What follows belongs to an exercise in optimizing a design on an open flow for small area and a short achievable clock period; a production flow would make more cautious choices. At most, simulation tests tie the RTL to the original design; equivalence was not proved. Power is estimated from default activity; no workload was simulated.

before:
// mipsExecUnit
module mipsExecUnit
(
    input  logic        clk,
    input  logic        rstN,
    input  logic        instrValid,
    input  logic [31:0] instrWord,
    input  logic [31:0] rsValue,
    input  logic [31:0] rtValue,
    output logic        resultValid,
    output logic [32:0] execOut
);
Size: about 270 flip-flops, about 0.022 sq mm of cells after synthesis.
clock: 9.0 ns
lec_check: 0
cap_margin: 20
core_margin: 2
core_utilization: 40
setup_slack_margin: 5
slew_margin: 20
run.sh (not shown) runs the stock make flow with config.mk's settings and CLKGATE_MAP_FILE= SYNTH_SCRIPT=/design/flow/synth_recipe.tcl, a recipe that flattens the netlist after the stock synthesis.
For after, these inputs were changed with respect to before:
diff --git a/flow/design.v b/flow/design.v
--- a/flow/design.v
+++ b/flow/design.v
@@ -162,55 +162,68 @@
     assign kShift = fSll | fSrl;
     assign kMulX  = oMul | kShift;                        
     logic [31:0] bSel, rtRev;
     always_comb begin
         for (int i = 0; i < 32; i++) rtRev[i] = rtValue[31-i];
     end
     always_comb begin
         if (kImm)      bSel = {{16{imm[15] & ~kZext}}, imm};
-        else if (fSrl) bSel = rtRev;
         else           bSel = rtValue;
     end
     logic [3:0] tt;
     always_comb begin
         tt = 4'b0000;                             
         if (kAddB | kMulX) tt = 4'b1010;          
         if (kSubB)         tt = 4'b0101;          
         if (kAnd)          tt = 4'b1000;
         if (kOr)           tt = 4'b1110;
         if (kXor)          tt = 4'b0110;
         if (kNor)          tt = 4'b0001;
     end
     logic [31:0] xSel, aSel, shOne;
     always_comb begin
         for (int i = 0; i < 32; i++) xSel[i] = tt[{rsValue[i], bSel[i]}];
     end
-    assign shOne = 32'd1 << sh;
-    assign aSel  = kShift ? shOne : rsValue;
+    always_comb begin
+        if (fSrl)      aSel = rtRev;
+        else if (fSll) aSel = rtValue;
+        else           aSel = rsValue;
+    end
     logic sgnDiff;
     assign sgnDiff = rsValue[31] ^ bSel[31];
     logic rsZero, rsEq, takenSel;
     assign rsZero = (rsValue == 32'd0);
     assign rsEq   = (rsValue == rtValue);
     assign takenSel = (oBeq & rsEq) | (oBne & ~rsEq) |
                       (oBgtz & ~rsValue[31] & ~rsZero) | (oBlez & (rsValue[31] | rsZero)) |
                       (oBltz & rsValue[31]) | (oBgez & ~rsValue[31]);
     logic [32:0] xe0;
-    assign xe0 = {{xSel, 1'b0}};
+    assign xe0 = {rtValue, 1'b0};
     logic [15:0] esgl, edbl, eneg;
     always_comb begin
         for (int i = 0; i < 16; i++) begin
             esgl[i] = xe0[2*i+1] ^ xe0[2*i];
             edbl[i] = (xe0[2*i+2] & ~xe0[2*i+1] & ~xe0[2*i]) | (~xe0[2*i+2] & xe0[2*i+1] & xe0[2*i]);
             eneg[i] = xe0[2*i+2];
         end
     end
+    logic [15:0] hsgl, hdbl;
+    always_comb begin
+        for (int i = 0; i < 16; i++) begin
+            hsgl[i] = (sh == 5'(2*i)) | ((i > 0) && (sh == 5'(2*i-1)));
+            hdbl[i] = (sh == 5'(2*i+1));                
+        end
+    end
     logic [47:0] fSel;
-    assign fSel = kMulX ? {{eneg, edbl, esgl}} : {{16'd0, xSel}};
+    always_comb begin
+        if (oMul)        fSel = {eneg, edbl, esgl};
+        else if (kShift) fSel = {hdbl, hdbl, hsgl};
+        else             fSel = {16'd0, xSel};
+    end
     logic        v1;
     logic [31:0] a1;
     logic [47:0] f1;
     logic        mm1, one1, cin1, srl1, slt1, sltK1, sltS1, tk1;
     always_ff @(posedge clk) begin
         if (!rstN) v1 <= 1'b0;
         else       v1 <= instrValid;
         a1    <= aSel;
@@ -220,21 +233,21 @@
         cin1  <= kSubB;
         srl1  <= fSrl;
         slt1  <= kSlt;
         sltK1 <= kSlt & sgnDiff & rsValue[31];
         sltS1 <= kSlt & ~sgnDiff;
         tk1   <= takenSel;
     end
     logic [15:0] bsgl, bdbl, bneg;
-    assign bsgl = (f1[15:0] & {{16{{mm1}}}}) | {{15'd0, one1}};
-    assign bdbl = f1[31:16] & {{16{{mm1}}}};
+    assign bsgl = (f1[15:0] & {16{mm1}}) | {15'd0, one1};
+    assign bdbl = f1[31:16] & {16{mm1}};
     assign bneg = f1[47:32];
     logic [31:0] crow;
-    assign crow = f1[31:0] & {{32{{~mm1}}}};
+    assign crow = f1[31:0] & {32{~mm1}};
     logic [32:0] ae;
     assign ae = {a1, 1'b0};
     logic [31:0] pp0;
     logic [29:0] pp1;
     logic [27:0] pp2;
     logic [25:0] pp3;
     logic [23:0] pp4;
     logic [21:0] pp5;
Results
Lower horizontal die dimension goes to before over after. As far as core utilization is concerned, before and after perform about the same. after: average instance area after synthesis is about 2.3% lower than what before reported. flop to flop as the start-to-end type of the worst setup path was reported by after, and primary input to flop by before. after: internal power contribution is about 4% higher than what before reported. Between after and before, it is after whose number of non-clock buffers in the layout is lower, by 5. Diff before -> after: area of the core now larger, area after synthesis climbed 200 sq um. The final HPWL from detailed placement of after exceeds that of before by about 5.3%.
For after, only the layout was checked, not whether the RTL still works.

[afterwards: timing with drivers on the ports]
The flow's constraints put no driver on any port. The routed layouts listed below were extracted and timed again, unchanged, in two steps.
Step 1 (the two cells are an assumption about what drives the block):
set clk [get_ports {clk}]
set_driving_cell -lib_cell sky130_fd_sc_hd__clkbuf_16 $clk
set_driving_cell -lib_cell sky130_fd_sc_hd__buf_2 [delete_from_list [all_inputs] $clk]
Step 2 moves the port delays by t, midway between the first and last clock arrival at a register: inputs arrive t later, outputs are due t later. That takes back most of the time a late clock gives input paths.
Slacks: no drivers / after step 1 / after step 2; pairs: no drivers / after step 1.
run | t (ns) | slack for setup (ns) | worst setup path at the end | latest minus earliest clock arrival (ns)
before | 0.645 | 5.051 / 5.071 / 4.439 | input to register | 0.037 / 0.037
after | 0.629 | 4.993 / 4.993 / 4.512 | input to register | 0.029 / 0.029
After both steps every run listed still meets setup and hold. The setup slack of before, which loses most, moves by +0.020 ns with the drivers and by -0.612 ns with both steps.
